Background: an optimization exercise with open tools, aiming at small area and a short achievable clock period. Do not read the settings as production practice. At most, simulation tests tie the RTL to the original design; equivalence was not proved. Power and IR drop assume default switching activity.

## red
==> module inst_rom_resp, before the edit <==
module inst_rom_resp #(
  parameter int          DEPTH     = 64,
  parameter logic [31:0] NOP_INSTR = 32'h0000_0013
) (
  input  logic        clk_i_ROM,
  input  logic        reset_i_ROM,
  input  logic        chip_enable_i_ROM,
  input  logic [31:0] pc_addr_i_ROM,
  input  logic        load_en_i_ROM,
  input  logic [31:0] load_addr_i_ROM,
  input  logic [31:0] load_data_i_ROM,
  output logic [31:0] inst_o_ROM,
  output logic        inst_valid_o_ROM,
  output logic        addr_fault_o_ROM,
  output logic        load_err_o_ROM,
  output logic [15:0] fetch_cnt_o_ROM,
  output logic [1:0]  state_o_ROM
);
  localparam int AW = (DEPTH > 1) ? $clog2(DEPTH) : 1;
  logic [1:0]             state;
  logic [DEPTH-1:0][31:0] mem;     
  logic [DEPTH-1:0]       phase;
  logic en;
  logic pc_in_range, ld_in_range;
  logic active, fetch_ok, fetch_oob, fetch_nop, load_ok, load_bad;
  assign en = chip_enable_i_ROM;
  assign pc_in_range = ~|pc_addr_i_ROM[31:AW];
  assign ld_in_range = ~|load_addr_i_ROM[31:AW];
  assign active    = ~state[1];
  assign fetch_ok  = en & active & pc_in_range;
  assign fetch_oob = en & active & ~pc_in_range;
  assign fetch_nop = en & (state == 2'd2);
  assign load_ok  = load_en_i_ROM & (state == 2'd0) & ~en & ld_in_range;
  assign load_bad = load_en_i_ROM & ~load_ok;
  logic          wr_pend;
  logic [AW-1:0] wr_addr;
  logic [31:0]   wr_data;
  always_ff @(posedge clk_i_ROM) begin
    wr_pend <= reset_i_ROM & load_ok;
    wr_addr <= load_addr_i_ROM[AW-1:0];
    wr_data <= load_data_i_ROM;
  end
  logic [DEPTH-1:0] we;
  always_comb begin
    for (int i = 0; i < DEPTH; i++)
      we[i] = wr_pend & (wr_addr == AW'(i));
  end
  logic wr_hit;
  assign wr_hit = wr_pend & (pc_addr_i_ROM[AW-1:0] == wr_addr);
  logic [DEPTH-1:0] rsel;
  always_comb begin
    for (int i = 0; i < DEPTH; i++)
      rsel[i] = (pc_addr_i_ROM[AW-1:0] == AW'(i));
  end
  logic [31:0] rword_n;
  logic        rphase_n;
  logic [31:0] rword;
  for (genvar b = 0; b < 32; b++) begin : g_rcol
    logic [DEPTH-1:0] col;
    for (genvar i = 0; i < DEPTH; i++) begin : g_w
      assign col[i] = mem[i][b];
    end
    inst_rom_rdcol u_col (.sel_i(rsel), .d_i(col), .y_n_o(rword_n[b]));
  end
  inst_rom_rdcol u_pcol (.sel_i(rsel), .d_i(phase), .y_n_o(rphase_n));
  assign rword = rword_n ^ {32{rphase_n}};
  always_ff @(posedge clk_i_ROM) begin
    if (!reset_i_ROM) begin
      state            <= 2'd0;
      inst_o_ROM       <= '0;
      inst_valid_o_ROM <= 1'b0;
      addr_fault_o_ROM <= 1'b0;
      load_err_o_ROM   <= 1'b0;
      fetch_cnt_o_ROM  <= '0;
    end else begin
      case (state)
        2'd0:    state <= en ? 2'd1 : 2'd0;
        2'd1:    state <= !en ? 2'd0 : (pc_in_range ? 2'd1 : 2'd2);
        2'd2:    state <= en ? 2'd2 : 2'd0;
        default: state <= 2'd0;
      endcase
      inst_valid_o_ROM <= en & (state != 2'd3);
      addr_fault_o_ROM <= fetch_oob;
      load_err_o_ROM   <= load_bad;
      if (fetch_ok)                    inst_o_ROM <= wr_hit ? wr_data : rword;
      else if (fetch_oob || fetch_nop) inst_o_ROM <= NOP_INSTR;
      if (fetch_ok && fetch_cnt_o_ROM != 16'hFFFF)
        fetch_cnt_o_ROM <= fetch_cnt_o_ROM + 16'd1;
    end
  end
  inst_rom_array #(.DEPTH(DEPTH)) u_array (
    .clk_i  (clk_i_ROM),
    .we_i   (we),
    .hold_i (~we),
    .dn_i   (~wr_data),
    .mem_o  (mem),
    .phase_o(phase)
  );
  assign state_o_ROM = state;
endmodule
==> module inst_rom_array, before the edit <==
module inst_rom_array #(
  parameter int DEPTH = 64
) (
  input  logic                   clk_i,
  input  logic [DEPTH-1:0]       we_i,
  input  logic [DEPTH-1:0]       hold_i,
  input  logic [31:0]            dn_i,
  output logic [DEPTH-1:0][31:0] mem_o,
  output logic [DEPTH-1:0]       phase_o
);
  for (genvar w = 0; w < DEPTH; w++) begin : g_word
    for (genvar b = 0; b < 32; b++) begin : g_bit
      inst_rom_bit u_bit (
        .clk_i (clk_i),
        .we_i  (we_i[w]),
        .hold_i(hold_i[w]),
        .dn_i  (dn_i[b]),
        .q_o   (mem_o[w][b])
      );
    end
    inst_rom_phase u_phase (
      .clk_i (clk_i),
      .we_i  (we_i[w]),
      .q_o   (phase_o[w])
    );
  end
endmodule
==> module inst_rom_bit, before the edit <==
module inst_rom_bit (
  input  logic clk_i,
  input  logic we_i,
  input  logic hold_i,
  input  logic dn_i,
  output logic q_o
);
  always_ff @(posedge clk_i)
    q_o <= ~((q_o | we_i) & (hold_i | dn_i));
endmodule
==> module inst_rom_phase, before the edit <==
module inst_rom_phase (
  input  logic clk_i,
  input  logic we_i,
  output logic q_o
);
  always_ff @(posedge clk_i)
    q_o <= ~(q_o | we_i);
endmodule
clock: 3.3 ns
lec_check: 0
cap_margin: 20
core_margin: 2
core_utilization: 40
setup_slack_margin: 1.1
slew_margin: 20
synth_hierarchical: 1
synth_minimum_keep_size: 0
standard.sh (not shown) runs the stock make flow with config.mk's settings and CLKGATE_MAP_FILE= SYNTH_SCRIPT=/design/flow/synth_recipe.tcl, a recipe that flattens the netlist after the stock synthesis.
==> flow/flow/run.sh <==
#!/bin/bash
# The standard layout, with two changes: ports get buf_4 buffers instead of the
# smallest (slow delay) buffer, and timing repair may swap a cell for one of
# another footprint. Each step's full output goes to a log file here.
set -euo pipefail
bash standard.sh synth > synth.log 2>&1
bash standard.sh finish MATCH_CELL_FOOTPRINT=0 \
  "BUFFER_PORTS_ARGS=-buffer_cell sky130_fd_sc_hd__buf_4" > layout.log 2>&1
red completed; timing, DRC and antenna clean
For blue, these inputs were changed with respect to red:
==> flow/design.v, changed modules only <==
module inst_rom_resp #(
  parameter int          DEPTH     = 64,
  parameter logic [31:0] NOP_INSTR = 32'h0000_0013
) (
  input  logic        clk_i_ROM,
  input  logic        reset_i_ROM,
  input  logic        chip_enable_i_ROM,
  input  logic [31:0] pc_addr_i_ROM,
  input  logic        load_en_i_ROM,
  input  logic [31:0] load_addr_i_ROM,
  input  logic [31:0] load_data_i_ROM,
  output logic [31:0] inst_o_ROM,
  output logic        inst_valid_o_ROM,
  output logic        addr_fault_o_ROM,
  output logic        load_err_o_ROM,
  output logic [15:0] fetch_cnt_o_ROM,
  output logic [1:0]  state_o_ROM
);
  localparam int AW = (DEPTH > 1) ? $clog2(DEPTH) : 1;
  logic [1:0]             state;
  logic [DEPTH-1:0][31:0] mem;
  logic en;
  logic pc_in_range, ld_in_range;
  logic active, fetch_ok, fetch_oob, fetch_nop, load_ok, load_bad;
  assign en = chip_enable_i_ROM;
  assign pc_in_range = ~|pc_addr_i_ROM[31:AW];
  assign ld_in_range = ~|load_addr_i_ROM[31:AW];
  assign active    = ~state[1];
  assign fetch_ok  = en & active & pc_in_range;
  assign fetch_oob = en & active & ~pc_in_range;
  assign fetch_nop = en & (state == 2'd2);
  assign load_ok  = load_en_i_ROM & (state == 2'd0) & ~en & ld_in_range;
  assign load_bad = load_en_i_ROM & ~load_ok;
  logic          wr_pend;
  logic [AW-1:0] wr_addr;
  logic [31:0]   wr_data;
  always_ff @(posedge clk_i_ROM) begin
    wr_pend <= reset_i_ROM & load_ok;
    wr_addr <= load_addr_i_ROM[AW-1:0];
    wr_data <= load_data_i_ROM;
  end
  logic [DEPTH-1:0] we;
  always_comb begin
    for (int i = 0; i < DEPTH; i++)
      we[i] = wr_pend & (wr_addr == AW'(i));
  end
  logic wr_hit;
  assign wr_hit = wr_pend & (pc_addr_i_ROM[AW-1:0] == wr_addr);
  logic [DEPTH-1:0] rsel;
  always_comb begin
    for (int i = 0; i < DEPTH; i++)
      rsel[i] = (pc_addr_i_ROM[AW-1:0] == AW'(i));
  end
  logic [31:0] rword_n;
  for (genvar b = 0; b < 32; b++) begin : g_rcol
    logic [DEPTH-1:0] col;
    for (genvar i = 0; i < DEPTH; i++) begin : g_w
      assign col[i] = mem[i][b];
    end
    inst_rom_rdcol u_col (.sel_i(rsel), .d_i(col), .y_n_o(rword_n[b]));
  end
  always_ff @(posedge clk_i_ROM) begin
    if (!reset_i_ROM) begin
      state            <= 2'd0;
      inst_o_ROM       <= '0;
      inst_valid_o_ROM <= 1'b0;
      addr_fault_o_ROM <= 1'b0;
      load_err_o_ROM   <= 1'b0;
      fetch_cnt_o_ROM  <= '0;
    end else begin
      case (state)
        2'd0:    state <= en ? 2'd1 : 2'd0;
        2'd1:    state <= !en ? 2'd0 : (pc_in_range ? 2'd1 : 2'd2);
        2'd2:    state <= en ? 2'd2 : 2'd0;
        default: state <= 2'd0;
      endcase
      inst_valid_o_ROM <= en & (state != 2'd3);
      addr_fault_o_ROM <= fetch_oob;
      load_err_o_ROM   <= load_bad;
      if (fetch_ok)                    inst_o_ROM <= wr_hit ? wr_data : ~rword_n;
      else if (fetch_oob || fetch_nop) inst_o_ROM <= NOP_INSTR;
      if (fetch_ok && fetch_cnt_o_ROM != 16'hFFFF)
        fetch_cnt_o_ROM <= fetch_cnt_o_ROM + 16'd1;
    end
  end
  inst_rom_array #(.DEPTH(DEPTH)) u_array (
    .clk_i  (clk_i_ROM),
    .we_i   (we),
    .hold_i (~we),
    .d_i    (wr_data),
    .mem_o  (mem)
  );
  assign state_o_ROM = state;
endmodule
module inst_rom_array #(
  parameter int DEPTH = 64
) (
  input  logic                   clk_i,
  input  logic [DEPTH-1:0]       we_i,
  input  logic [DEPTH-1:0]       hold_i,
  input  logic [31:0]            d_i,
  output logic [DEPTH-1:0][31:0] mem_o
);
  for (genvar w = 0; w < DEPTH; w++) begin : g_word
    for (genvar b = 0; b < 32; b++) begin : g_bit
      inst_rom_bit u_bit (
        .clk_i (clk_i),
        .we_i  (we_i[w]),
        .hold_i(hold_i[w]),
        .d_i   (d_i[b]),
        .q_o   (mem_o[w][b])
      );
    end
  end
endmodule
module inst_rom_bit (
  input  logic clk_i,
  input  logic we_i,
  input  logic hold_i,
  input  logic d_i,
  output logic q_o
);
  always_ff @(posedge clk_i)
    q_o <= (q_o | we_i) & (hold_i | d_i);
endmodule
// module inst_rom_phase removed
### Flow results
Power on blue is down relative to red. Looking at capturing instance or port of the critical path, the inst_o_ROM[5]$_SDFFE_PN0P_ result is from red; the inst_o_ROM[1]$_SDFFE_PN0P_ one comes from blue. Changes observed in blue relative to red: via count of the first global-routing pass went down 1,830; final cell area excluding filler cells went up 2900 um^2. Synthesized cell count delta for blue relative to red: about 3.5% lower. In the flow results for red and blue, the via count is smaller on blue. In the reports for red and blue, the larger number of distinct library cell variants in the gate-level netlist after synthesis belongs to red. Going from red to blue, final cell count went down by 123, count of clock tree sinks went down by about 3%, first-iteration DRC count went down by 2.6%. From red to blue the numbers moved as follows: routed wire length picked up an extra 9.3 mm, utilization lost 0.46 points, net total in the final layout lost 255.
The RTL of blue was laid out without a check of its function.

-- port drivers added, routing unchanged --
In the flow no input, the clock included, has a driving cell. The finished layouts below were timed again as built, in two steps.
Step 1 (the two cells are an assumption about what drives the block):
set clk [get_ports {clk_i_ROM}]
set_driving_cell -lib_cell sky130_fd_sc_hd__clkbuf_16 $clk
set_driving_cell -lib_cell sky130_fd_sc_hd__buf_2 [delete_from_list [all_inputs] $clk]
Step 2 moves the port delays by t, midway between the first and last clock arrival at a register: inputs arrive t later, outputs are due t later. That takes back most of the time a late clock gives input paths.
a / b / c = no drivers / after step 1 / after step 2; a / b = the first two.
run	t, ns	slack for setup (ns)	hold WS [ns]	latest minus earliest clock arrival (ns)
red	0.946	0.845 / 0.862 / -0.083	0.128 / 0.076 / 0.411	0.060 / 0.061
blue	0.943	0.958 / 0.834 / -0.108	0.035 / -0.019 / 0.471	0.041 / 0.041
With both steps, setup timing fails in red and blue, where it was met with ideal ports. For blue, which loses most, drivers alone change the setup slack by -0.124 ns; drivers and shift together by -1.066 ns.
